From an optimization exercise on the open Yosys and OpenROAD flow, aimed at small area, a short achievable clock period and few clock cycles per item; shortcuts taken in it are not production practice.
At most, simulation tests tie the RTL to the original design; equivalence was not proved.

==> build 4 <==
// weighted_write_coalescing_buffer_unit
module weighted_write_coalescing_buffer_unit (
   input  logic                               clock,
   input  logic                               reset,
   input  logic                               req_valid,
   output logic                               req_ready,
   input  logic                               req_mode,
   input  logic [wwcb_pkg::ITEM_W-1:0]        req_item_id,
   input  logic [wwcb_pkg::MODEM_W-1:0]       req_modem_index,
   input  logic [wwcb_pkg::CLASS_W-1:0]       req_weight_class,
   output logic                               rsp_valid,
   input  logic                               rsp_ready,
   output logic [wwcb_pkg::ITEM_W-1:0]        rsp_out_item_id,
   output logic [wwcb_pkg::MODEM_W-1:0]       rsp_out_modem_index,
   output logic [wwcb_pkg::SERIAL_W-1:0]      rsp_batch_serial,
   output logic                               rsp_last,
   input  logic                               csr_psel,
   input  logic                               csr_penable,
   input  logic                               csr_pwrite,
   input  logic [wwcb_pkg::CSR_ADDR_W-1:0]    csr_paddr,
   input  logic [wwcb_pkg::CSR_DATA_W-1:0]    csr_pwdata,
   output logic [wwcb_pkg::CSR_DATA_W-1:0]    csr_prdata,
   output logic                               csr_pready
);
Settings: LEC_CHECK=0, CAP_MARGIN=20, CORE_MARGIN=2, CORE_UTILIZATION=40, SETUP_SLACK_MARGIN=3.0, SLEW_MARGIN=20; clock period 6.0 ns.
run.sh (not shown) runs the stock make flow with config.mk's settings and CLKGATE_MAP_FILE= SYNTH_SCRIPT=/design/flow/synth_recipe.tcl, a recipe that flattens the netlist after the stock synthesis.
==> inputs of build 57, as changes to build 4 <==
--- a/flow/design.v
+++ b/flow/design.v
@@ -99,14 +99,15 @@
 `timescale 1ns / 1ps
 import wwcb_pkg::*;
 module wwcb_entry_ram (
    input  logic                           clock,
    input  logic                           reset,
-   input  logic                           wr_en,
-   input  logic [wwcb_pkg::IDX_W-1:0]     wr_addr,
+   input  logic [wwcb_pkg::IDX_W-1:0]     tail,
+   input  logic                           wr_en0,    
+   input  logic                           wr_en1,    
    input  logic [wwcb_pkg::KEY_W-1:0]     wr_data,
-   input  logic                           act_set,
+   input  logic                           act_set,   
    input  logic                           act_clr,
    input  logic                           cmp_en,
    input  logic [wwcb_pkg::KEY_W-1:0]     cmp_key,
    output logic                           match,
    input  logic [wwcb_pkg::IDX_W-1:0]     rd_addr,
@@ -114,38 +115,53 @@
 );
    logic [KEY_W-1:0]        mem [BUFFER_DEPTH];
    logic [BUFFER_DEPTH-1:0] act;
    logic [BUFFER_DEPTH-1:0] eqv;
    logic [BUFFER_DEPTH-1:0] eqv_in;
-   logic                    eq_wr;
+   logic [BUFFER_DEPTH-1:0] at_tail;
+   logic [BUFFER_DEPTH-1:0] after_tail;
+   logic [BUFFER_DEPTH-1:0] rd_sel;
+   always_comb begin
+      for (int i = 0; i < BUFFER_DEPTH; i++) begin
+         at_tail[i] = (tail == IDX_W'(i));
+         rd_sel[i]  = (rd_addr == IDX_W'(i));
+      end
+      after_tail = {at_tail[BUFFER_DEPTH-2:0], at_tail[BUFFER_DEPTH-1]};
+   end
    always_ff @(posedge clock) begin
-      if (wr_en) begin
-         mem[wr_addr] <= wr_data;
+      for (int i = 0; i < BUFFER_DEPTH; i++) begin
+         if ((wr_en0 & at_tail[i]) | (wr_en1 & after_tail[i])) begin
+            mem[i] <= wr_data;
+         end
       end
    end
    always_ff @(posedge clock) begin
       for (int i = 0; i < BUFFER_DEPTH; i++) begin
          if (reset || act_clr) begin
             act[i] <= 1'b0;
-         end else if (act_set && (wr_addr == IDX_W'(i))) begin
+         end else if (act_set && at_tail[i]) begin
             act[i] <= 1'b1;
          end
       end
    end
-   assign eq_wr = (wr_data == cmp_key);
    always_comb begin
       for (int i = 0; i < BUFFER_DEPTH; i++) begin
-         eqv_in[i] = (wr_en && (wr_addr == IDX_W'(i))) ? eq_wr : (mem[i] == cmp_key);
+         eqv_in[i] = (mem[i] == cmp_key);
       end
    end
    always_ff @(posedge clock) begin
       if (cmp_en) begin
          eqv <= eqv_in;
       end
    end
    assign match = |(eqv & act);
-   assign rdata = mem[rd_addr];
+   always_comb begin
+      rdata = '0;
+      for (int i = 0; i < BUFFER_DEPTH; i++) begin
+         rdata = rdata | (mem[i] & {KEY_W{rd_sel[i]}});
+      end
+   end
 endmodule
 `timescale 1ns / 1ps
 import wwcb_pkg::*;
 module wwcb_ctrl #(
    parameter int QDEPTH = 2
@@ -168,12 +184,13 @@
    input  logic                               rsp_ready,
    output logic [wwcb_pkg::ITEM_W-1:0]        rsp_out_item_id,
    output logic [wwcb_pkg::MODEM_W-1:0]       rsp_out_modem_index,
    output logic [wwcb_pkg::SERIAL_W-1:0]      rsp_batch_serial,
    output logic                               rsp_last,
-   output logic                               ram_wr_en,
-   output logic [wwcb_pkg::IDX_W-1:0]         ram_wr_addr,
+   output logic [wwcb_pkg::IDX_W-1:0]         ram_tail,
+   output logic                               ram_wr_en0,
+   output logic                               ram_wr_en1,
    output logic [wwcb_pkg::KEY_W-1:0]         ram_wr_data,
    output logic                               ram_act_set,
    output logic                               ram_act_clr,
    output logic                               ram_cmp_en,
    output logic [wwcb_pkg::KEY_W-1:0]         ram_cmp_key,
@@ -182,11 +199,10 @@
    input  logic [wwcb_pkg::KEY_W-1:0]         ram_rdata
 );
    localparam int QC_W = $clog2(QDEPTH + 1);
    logic                 s_valid;
    logic                 s_mode;
-   logic [KEY_W-1:0]     s_key;
    logic [CLASS_W-1:0]   s_cls;
    logic [CNT_W-1:0]         act_cnt;   
    logic signed [CNT_W:0]    crem;      
    logic signed [WEIGHT_W:0] wrem;      
    logic [SERIAL_W-1:0]  hs;           
@@ -208,11 +224,13 @@
    logic                 append;
    logic                 c_hit_app;
    logic                 c_hit_no;
    logic                 rel_need;
    logic                 maybe_rel;
-   logic                 full;
+   logic                 fa;
+   logic                 may_app;
+   logic                 slot_ok;
    logic                 stall;
    logic                 fire;
    logic                 release_b;
    logic [CNT_W-1:0]     new_cnt;
    logic                 pop;
@@ -247,16 +265,17 @@
    assign can_app   = ~act_cnt[CNT_W-1];
    assign append    = s_add & ~ram_match & can_app;
    assign new_cnt   = act_cnt + CNT_W'(append);
    assign rel_need  = s_mode | w_hit | (append ? c_hit_app : c_hit_no);
    assign maybe_rel = s_mode | w_hit | c_hit_app;
-   assign full      = occ[CNT_W-1];
-   assign stall     = (maybe_rel & ((qcnt == QC_W'(QDEPTH)) | (emp == 2'd3))) |
-                      (s_add & full & can_app);
+   assign stall     = maybe_rel & ((qcnt == QC_W'(QDEPTH)) | (emp == 2'd3));
    assign fire      = s_valid & ~stall;
    assign release_b = fire & rel_need;
-   assign req_ready = ~s_valid | ~stall;
+   assign fa        = fire & append;
+   assign may_app   = s_valid & s_add & can_app;
+   assign slot_ok   = may_app ? (occ <= CNT_W'(BUFFER_DEPTH - 2)) : (occ <= CNT_W'(BUFFER_DEPTH - 1));
+   assign req_ready = ~(s_valid & stall) & (slot_ok | (~s_valid & act_cnt[CNT_W-1]));
    assign accept    = req_valid & req_ready;
    assign pop         = o_valid & rsp_ready;
    assign rem1_is0    = (rem1 == '0);
    assign rem1_is1    = (rem1 == CNT_W'(1));
    assign pop_last    = pop & rem1_is1;
@@ -272,22 +291,22 @@
    assign hs_sum1   = {hs_lo1[3] ? hs_hi_inc : hs[SERIAL_W-1:3], hs_lo1[2:0]};
    assign occ_p1 = occ + CNT_W'(1);
    assign occ_m1 = occ - CNT_W'(1);
    assign wrem_less_lim = wrem - $signed({1'b0, limit_weight});
    assign crem_less_lim = crem - $signed({1'b0, limit_count});
-   assign ram_wr_en   = s_valid & ~full;
-   assign ram_wr_addr = tail;
-   assign ram_wr_data = s_key;
-   assign ram_act_set = fire & append;
+   assign ram_tail    = tail;
+   assign ram_wr_en0  = accept & ~fa & (occ != CNT_W'(BUFFER_DEPTH));
+   assign ram_wr_en1  = accept & (occ <= CNT_W'(BUFFER_DEPTH - 2));
+   assign ram_wr_data = {req_item_id, req_modem_index};
+   assign ram_act_set = fa;
    assign ram_act_clr = release_b;
    assign ram_cmp_en  = accept;
    assign ram_cmp_key = {req_item_id, req_modem_index};
    assign ram_rd_addr = rd;
    always_ff @(posedge clock) begin
       if (accept) begin
          s_mode <= req_mode;
-         s_key  <= {req_item_id, req_modem_index};
          s_cls  <= req_weight_class;
       end
       if (o_load) begin
          o_key <= ram_rdata;
       end
@@ -417,12 +436,13 @@
    logic [CLIM_W-1:0]   limit_count;
    logic                limit_weight_we;
    logic [WEIGHT_W-1:0] limit_weight_wdata;
    logic                limit_count_we;
    logic [CLIM_W-1:0]   limit_count_wdata;
-   logic                ram_wr_en;
-   logic [IDX_W-1:0]    ram_wr_addr;
+   logic [IDX_W-1:0]    ram_tail;
+   logic                ram_wr_en0;
+   logic                ram_wr_en1;
    logic [KEY_W-1:0]    ram_wr_data;
    logic                ram_act_set;
    logic                ram_act_clr;
    logic                ram_cmp_en;
    logic [KEY_W-1:0]    ram_cmp_key;
@@ -447,12 +467,13 @@
       .limit_count_wdata  (limit_count_wdata)
    );
    wwcb_entry_ram u_entry_ram (
       .clock       (clock),
       .reset       (reset),
-      .wr_en       (ram_wr_en),
-      .wr_addr     (ram_wr_addr),
+      .tail        (ram_tail),
+      .wr_en0      (ram_wr_en0),
+      .wr_en1      (ram_wr_en1),
       .wr_data     (ram_wr_data),
       .act_set     (ram_act_set),
       .act_clr     (ram_act_clr),
       .cmp_en      (ram_cmp_en),
       .cmp_key     (ram_cmp_key),
@@ -479,12 +500,13 @@
       .rsp_ready           (rsp_ready),
       .rsp_out_item_id     (rsp_out_item_id),
       .rsp_out_modem_index (rsp_out_modem_index),
       .rsp_batch_serial    (rsp_batch_serial),
       .rsp_last            (rsp_last),
-      .ram_wr_en           (ram_wr_en),
-      .ram_wr_addr         (ram_wr_addr),
+      .ram_tail            (ram_tail),
+      .ram_wr_en0          (ram_wr_en0),
+      .ram_wr_en1          (ram_wr_en1),
       .ram_wr_data         (ram_wr_data),
       .ram_act_set         (ram_act_set),
       .ram_act_clr         (ram_act_clr),
       .ram_cmp_en          (ram_cmp_en),
       .ram_cmp_key         (ram_cmp_key),
--- a/flow/config.mk
+++ b/flow/config.mk
@@ -5,8 +5,8 @@
 export SDC_FILE = /design/flow/constraint.sdc
 export NUM_CORES = 4
 export LEC_CHECK = 0
 export CAP_MARGIN = 20
 export CORE_MARGIN = 2
-export CORE_UTILIZATION = 40
-export SETUP_SLACK_MARGIN = 3.0
+export CORE_UTILIZATION = 65
+export SETUP_SLACK_MARGIN = 2.5
 export SLEW_MARGIN = 20
==> inputs of build 34, as changes to build 4 <==
--- a/flow/design.v
+++ b/flow/design.v
@@ -99,14 +99,15 @@
 `timescale 1ns / 1ps
 import wwcb_pkg::*;
 module wwcb_entry_ram (
    input  logic                           clock,
    input  logic                           reset,
-   input  logic                           wr_en,
-   input  logic [wwcb_pkg::IDX_W-1:0]     wr_addr,
+   input  logic [wwcb_pkg::IDX_W-1:0]     tail,
+   input  logic                           wr_en0,    
+   input  logic                           wr_en1,    
    input  logic [wwcb_pkg::KEY_W-1:0]     wr_data,
-   input  logic                           act_set,
+   input  logic                           act_set,   
    input  logic                           act_clr,
    input  logic                           cmp_en,
    input  logic [wwcb_pkg::KEY_W-1:0]     cmp_key,
    output logic                           match,
    input  logic [wwcb_pkg::IDX_W-1:0]     rd_addr,
@@ -114,38 +115,53 @@
 );
    logic [KEY_W-1:0]        mem [BUFFER_DEPTH];
    logic [BUFFER_DEPTH-1:0] act;
    logic [BUFFER_DEPTH-1:0] eqv;
    logic [BUFFER_DEPTH-1:0] eqv_in;
-   logic                    eq_wr;
+   logic [BUFFER_DEPTH-1:0] at_tail;
+   logic [BUFFER_DEPTH-1:0] after_tail;
+   logic [BUFFER_DEPTH-1:0] rd_sel;
+   always_comb begin
+      for (int i = 0; i < BUFFER_DEPTH; i++) begin
+         at_tail[i] = (tail == IDX_W'(i));
+         rd_sel[i]  = (rd_addr == IDX_W'(i));
+      end
+      after_tail = {at_tail[BUFFER_DEPTH-2:0], at_tail[BUFFER_DEPTH-1]};
+   end
    always_ff @(posedge clock) begin
-      if (wr_en) begin
-         mem[wr_addr] <= wr_data;
+      for (int i = 0; i < BUFFER_DEPTH; i++) begin
+         if ((wr_en0 & at_tail[i]) | (wr_en1 & after_tail[i])) begin
+            mem[i] <= wr_data;
+         end
       end
    end
    always_ff @(posedge clock) begin
       for (int i = 0; i < BUFFER_DEPTH; i++) begin
          if (reset || act_clr) begin
             act[i] <= 1'b0;
-         end else if (act_set && (wr_addr == IDX_W'(i))) begin
+         end else if (act_set && at_tail[i]) begin
             act[i] <= 1'b1;
          end
       end
    end
-   assign eq_wr = (wr_data == cmp_key);
    always_comb begin
       for (int i = 0; i < BUFFER_DEPTH; i++) begin
-         eqv_in[i] = (wr_en && (wr_addr == IDX_W'(i))) ? eq_wr : (mem[i] == cmp_key);
+         eqv_in[i] = (mem[i] == cmp_key);
       end
    end
    always_ff @(posedge clock) begin
       if (cmp_en) begin
          eqv <= eqv_in;
       end
    end
    assign match = |(eqv & act);
-   assign rdata = mem[rd_addr];
+   always_comb begin
+      rdata = '0;
+      for (int i = 0; i < BUFFER_DEPTH; i++) begin
+         rdata = rdata | (mem[i] & {KEY_W{rd_sel[i]}});
+      end
+   end
 endmodule
 `timescale 1ns / 1ps
 import wwcb_pkg::*;
 module wwcb_ctrl #(
    parameter int QDEPTH = 2
@@ -168,12 +184,13 @@
    input  logic                               rsp_ready,
    output logic [wwcb_pkg::ITEM_W-1:0]        rsp_out_item_id,
    output logic [wwcb_pkg::MODEM_W-1:0]       rsp_out_modem_index,
    output logic [wwcb_pkg::SERIAL_W-1:0]      rsp_batch_serial,
    output logic                               rsp_last,
-   output logic                               ram_wr_en,
-   output logic [wwcb_pkg::IDX_W-1:0]         ram_wr_addr,
+   output logic [wwcb_pkg::IDX_W-1:0]         ram_tail,
+   output logic                               ram_wr_en0,
+   output logic                               ram_wr_en1,
    output logic [wwcb_pkg::KEY_W-1:0]         ram_wr_data,
    output logic                               ram_act_set,
    output logic                               ram_act_clr,
    output logic                               ram_cmp_en,
    output logic [wwcb_pkg::KEY_W-1:0]         ram_cmp_key,
@@ -182,15 +199,14 @@
    input  logic [wwcb_pkg::KEY_W-1:0]         ram_rdata
 );
    localparam int QC_W = $clog2(QDEPTH + 1);
    logic                 s_valid;
    logic                 s_mode;
-   logic [KEY_W-1:0]     s_key;
    logic [CLASS_W-1:0]   s_cls;
    logic [CNT_W-1:0]         act_cnt;   
-   logic signed [CNT_W:0]    crem;      
-   logic signed [WEIGHT_W:0] wrem;      
+   logic [CNT_W:0]       crem;         
+   logic [WEIGHT_W:0]    wrem;         
    logic [SERIAL_W-1:0]  hs;           
    logic [CNT_W-1:0]     rem1;         
    logic [1:0]           emp;          
    logic [CNT_W-1:0]     qn [QDEPTH];  
    logic [1:0]           qd [QDEPTH];  
@@ -208,11 +224,13 @@
    logic                 append;
    logic                 c_hit_app;
    logic                 c_hit_no;
    logic                 rel_need;
    logic                 maybe_rel;
-   logic                 full;
+   logic                 fa;
+   logic                 may_app;
+   logic                 slot_ok;
    logic                 stall;
    logic                 fire;
    logic                 release_b;
    logic [CNT_W-1:0]     new_cnt;
    logic                 pop;
@@ -229,34 +247,35 @@
    logic [CNT_W-1:0]     occ_p1;
    logic [CNT_W-1:0]     occ_m1;
    logic [3:0]           hs_lo0;
    logic [3:0]           hs_lo1;
    logic [SERIAL_W-4:0]  hs_hi_inc;
-   logic signed [WEIGHT_W:0] wrem_less_lim;
-   logic signed [CNT_W:0]    crem_less_lim;
+   logic [WEIGHT_W:0]    wrem_less_lim;
+   logic [CNT_W:0]       crem_less_lim;
    assign s_add     = ~s_mode;
    assign cls_w     = wwcb_pkg::class_weight(s_cls);
    always_comb begin
       unique case (s_cls)
-         3'd0:                         w_hit = (wrem <= 9'sd20);
-         3'd1, 3'd2, 3'd3, 3'd4, 3'd5: w_hit = (wrem <= 9'sd1);
-         default:                      w_hit = (wrem <= 9'sd0);
+         3'd0:                         w_hit = wrem[WEIGHT_W] | (wrem[WEIGHT_W-1:0] <= 8'd20);
+         3'd1, 3'd2, 3'd3, 3'd4, 3'd5: w_hit = wrem[WEIGHT_W] | (wrem[WEIGHT_W-1:0] <= 8'd1);
+         default:                      w_hit = wrem[WEIGHT_W] | (wrem[WEIGHT_W-1:0] == 8'd0);
       endcase
    end
-   assign c_hit_no  = (crem <= 7'sd0);
-   assign c_hit_app = (crem <= 7'sd1);
+   assign c_hit_no  = crem[CNT_W] | (crem[CNT_W-1:0] == 6'd0);
+   assign c_hit_app = crem[CNT_W] | (crem[CNT_W-1:0] <= 6'd1);
    assign can_app   = ~act_cnt[CNT_W-1];
    assign append    = s_add & ~ram_match & can_app;
    assign new_cnt   = act_cnt + CNT_W'(append);
    assign rel_need  = s_mode | w_hit | (append ? c_hit_app : c_hit_no);
    assign maybe_rel = s_mode | w_hit | c_hit_app;
-   assign full      = occ[CNT_W-1];
-   assign stall     = (maybe_rel & ((qcnt == QC_W'(QDEPTH)) | (emp == 2'd3))) |
-                      (s_add & full & can_app);
+   assign stall     = maybe_rel & ((qcnt == QC_W'(QDEPTH)) | (emp == 2'd3));
    assign fire      = s_valid & ~stall;
    assign release_b = fire & rel_need;
-   assign req_ready = ~s_valid | ~stall;
+   assign fa        = fire & append;
+   assign may_app   = s_valid & s_add & can_app;
+   assign slot_ok   = may_app ? (occ <= CNT_W'(BUFFER_DEPTH - 2)) : (occ <= CNT_W'(BUFFER_DEPTH - 1));
+   assign req_ready = ~(s_valid & stall) & (slot_ok | (~s_valid & act_cnt[CNT_W-1]));
    assign accept    = req_valid & req_ready;
    assign pop         = o_valid & rsp_ready;
    assign rem1_is0    = (rem1 == '0);
    assign rem1_is1    = (rem1 == CNT_W'(1));
    assign pop_last    = pop & rem1_is1;
@@ -270,36 +289,36 @@
    assign hs_hi_inc = hs[SERIAL_W-1:3] + (SERIAL_W-3)'(1);
    assign hs_sum0   = {hs_lo0[3] ? hs_hi_inc : hs[SERIAL_W-1:3], hs_lo0[2:0]};
    assign hs_sum1   = {hs_lo1[3] ? hs_hi_inc : hs[SERIAL_W-1:3], hs_lo1[2:0]};
    assign occ_p1 = occ + CNT_W'(1);
    assign occ_m1 = occ - CNT_W'(1);
-   assign wrem_less_lim = wrem - $signed({1'b0, limit_weight});
-   assign crem_less_lim = crem - $signed({1'b0, limit_count});
-   assign ram_wr_en   = s_valid & ~full;
-   assign ram_wr_addr = tail;
-   assign ram_wr_data = s_key;
-   assign ram_act_set = fire & append;
+   assign wrem_less_lim = wrem - {1'b0, limit_weight};
+   assign crem_less_lim = crem - {1'b0, limit_count};
+   assign ram_tail    = tail;
+   assign ram_wr_en0  = accept & ~fa & (occ != CNT_W'(BUFFER_DEPTH));
+   assign ram_wr_en1  = accept & (occ <= CNT_W'(BUFFER_DEPTH - 2));
+   assign ram_wr_data = {req_item_id, req_modem_index};
+   assign ram_act_set = fa;
    assign ram_act_clr = release_b;
    assign ram_cmp_en  = accept;
    assign ram_cmp_key = {req_item_id, req_modem_index};
    assign ram_rd_addr = rd;
    always_ff @(posedge clock) begin
       if (accept) begin
          s_mode <= req_mode;
-         s_key  <= {req_item_id, req_modem_index};
          s_cls  <= req_weight_class;
       end
       if (o_load) begin
          o_key <= ram_rdata;
       end
    end
    always_ff @(posedge clock) begin
       if (reset) begin
          s_valid <= 1'b0;
          act_cnt <= '0;
-         crem    <= 7'sd32;
-         wrem    <= 9'sd20;
+         crem    <= 7'd32;
+         wrem    <= 9'd20;
          hs      <= '0;
          emp     <= '0;
          rem1    <= '0;
          qcnt    <= '0;
          rd      <= '0;
@@ -316,22 +335,22 @@
             act_cnt <= '0;
          end else if (fire) begin
             act_cnt <= new_cnt;
          end
          if (limit_count_we) begin
-            crem <= crem_less_lim + $signed({1'b0, limit_count_wdata});
+            crem <= crem_less_lim + {1'b0, limit_count_wdata};
          end else if (release_b) begin
-            crem <= $signed({1'b0, limit_count});
+            crem <= {1'b0, limit_count};
          end else if (fire & append) begin
-            crem <= crem - 7'sd1;
+            crem <= crem - 7'd1;
          end
          if (limit_weight_we) begin
-            wrem <= wrem_less_lim + $signed({1'b0, limit_weight_wdata});
+            wrem <= wrem_less_lim + {1'b0, limit_weight_wdata};
          end else if (release_b) begin
-            wrem <= $signed({1'b0, limit_weight});
+            wrem <= {1'b0, limit_weight};
          end else if (fire) begin
-            wrem <= wrem - $signed({1'b0, cls_w});
+            wrem <= wrem - {1'b0, cls_w};
          end
          if (fire & append) begin
             tail <= tail + IDX_W'(1);
          end
          if (o_load) begin
@@ -417,12 +436,13 @@
    logic [CLIM_W-1:0]   limit_count;
    logic                limit_weight_we;
    logic [WEIGHT_W-1:0] limit_weight_wdata;
    logic                limit_count_we;
    logic [CLIM_W-1:0]   limit_count_wdata;
-   logic                ram_wr_en;
-   logic [IDX_W-1:0]    ram_wr_addr;
+   logic [IDX_W-1:0]    ram_tail;
+   logic                ram_wr_en0;
+   logic                ram_wr_en1;
    logic [KEY_W-1:0]    ram_wr_data;
    logic                ram_act_set;
    logic                ram_act_clr;
    logic                ram_cmp_en;
    logic [KEY_W-1:0]    ram_cmp_key;
@@ -447,12 +467,13 @@
       .limit_count_wdata  (limit_count_wdata)
    );
    wwcb_entry_ram u_entry_ram (
       .clock       (clock),
       .reset       (reset),
-      .wr_en       (ram_wr_en),
-      .wr_addr     (ram_wr_addr),
+      .tail        (ram_tail),
+      .wr_en0      (ram_wr_en0),
+      .wr_en1      (ram_wr_en1),
       .wr_data     (ram_wr_data),
       .act_set     (ram_act_set),
       .act_clr     (ram_act_clr),
       .cmp_en      (ram_cmp_en),
       .cmp_key     (ram_cmp_key),
@@ -479,12 +500,13 @@
       .rsp_ready           (rsp_ready),
       .rsp_out_item_id     (rsp_out_item_id),
       .rsp_out_modem_index (rsp_out_modem_index),
       .rsp_batch_serial    (rsp_batch_serial),
       .rsp_last            (rsp_last),
-      .ram_wr_en           (ram_wr_en),
-      .ram_wr_addr         (ram_wr_addr),
+      .ram_tail            (ram_tail),
+      .ram_wr_en0          (ram_wr_en0),
+      .ram_wr_en1          (ram_wr_en1),
       .ram_wr_data         (ram_wr_data),
       .ram_act_set         (ram_act_set),
       .ram_act_clr         (ram_act_clr),
       .ram_cmp_en          (ram_cmp_en),
       .ram_cmp_key         (ram_cmp_key),
--- a/flow/config.mk
+++ b/flow/config.mk
@@ -6,7 +6,7 @@
 export NUM_CORES = 4
 export LEC_CHECK = 0
 export CAP_MARGIN = 20
 export CORE_MARGIN = 2
 export CORE_UTILIZATION = 40
-export SETUP_SLACK_MARGIN = 3.0
+export SETUP_SLACK_MARGIN = 2.8
 export SLEW_MARGIN = 20
==> inputs of build 79, as changes to build 4 <==
--- a/flow/config.mk
+++ b/flow/config.mk
@@ -6,7 +6,7 @@
 export NUM_CORES = 4
 export LEC_CHECK = 0
 export CAP_MARGIN = 20
 export CORE_MARGIN = 2
 export CORE_UTILIZATION = 40
-export SETUP_SLACK_MARGIN = 3.0
+export SETUP_SLACK_MARGIN = 2.5
 export SLEW_MARGIN = 20
==> flow_metrics.tcl <==
set metrics [dict create \
    post_cts_buffers 101 \
    yosysWarnings 6 \
    gp_congestion 1.04 \
    status "finished clean" \
    wl_per_cell_microns 34.7 \
    switching_share_pct 30.4 \
    start_util_pct 40.3 \
    cp-startpoint "u_ctrl.s_cls[1]$_DFFE_PP_" \
    num_tap_cells 1276 \
    worstHoldStart "u_ctrl.hs[31]$_SDFFE_PP0P_" \
    hold-worst-slack_ns 0.470 \
]
the above is filed under build 34

==> flow_metrics.tcl <==
set metrics [dict create \
    start_util_pct 40.3 \
    worstHoldStart "u_entry_ram.act[1]$_SDFFE_PP0P_" \
    post_cts_buffers 11 \
    yosysWarnings 5 \
    cp-startpoint "u_entry_ram.eqv[13]$_DFFE_PP_" \
    wl_per_cell_microns 28.5 \
    gp_congestion 0.872 \
    switching_share_pct 29.4 \
    status "finished clean" \
    num_tap_cells 1380 \
]
the above is filed under build 79

==> flow_metrics.tcl <==
set metrics [dict create \
    status "finished clean" \
    gp_congestion 0.880 \
    cp-startpoint "u_entry_ram.eqv[9]$_DFFE_PP_" \
    wl_per_cell_microns 28.9 \
    switching_share_pct 29.6 \
    yosysWarnings 5 \
    num_tap_cells 1380 \
    post_cts_buffers 44 \
    worstHoldStart "u_entry_ram.act[15]$_SDFFE_PP0P_" \
]
the above is filed under build 4

==> flow_metrics.tcl <==
set metrics [dict create \
    hold-worst-slack_ns 0.471 \
    wl_per_cell_microns 35.9 \
    worstHoldStart "u_entry_ram.act[4]$_SDFFE_PP0P_" \
    num_tap_cells 773 \
    gp_congestion 1.09 \
    post_cts_buffers 29 \
    status "finished clean" \
]
the above is filed under build 57

Testbench counts of build 34, summed over its fixed seeds: cycles 12,318, items 12,000.
For build 4, build 57 and build 79, only the layout was checked, not whether the RTL still works.

re-timing with driven ports:
The results above use ideal ports. As a check the final layouts listed here were re-extracted and re-timed, cells and wires unchanged.
Step 1 assumes that a clkbuf_16 drives the clock port and a buf_2 every other input.
Step 2, shift: input delay + t, output delay - t, t = (earliest + latest rising clock arrival at the registers) / 2. This alone moves slack from input paths to output paths.
a / b / c = ideal ports / drivers / drivers and shift; a / b = the first two.
run | t, ns | slack for setup (ns) | worst setup path after step 2 | latest minus earliest clock arrival (ns)
build 4 | 0.736 | 2.292 / 2.292 / 2.099 | input to register | 0.072 / 0.071
build 57 | 0.713 | 2.327 / 2.327 / 1.693 | input to register | 0.044 / 0.044
build 34 | 0.740 | 2.310 / 2.300 / 1.751 | input to register | 0.045 / 0.045
build 79 | 0.741 | 2.326 / 2.326 / 1.900 | input to register | 0.044 / 0.044
After both steps setup and hold are still met in every run listed. The setup slack of build 57, which loses most, moves by 0.000 ns with the drivers and by -0.634 ns with both steps.
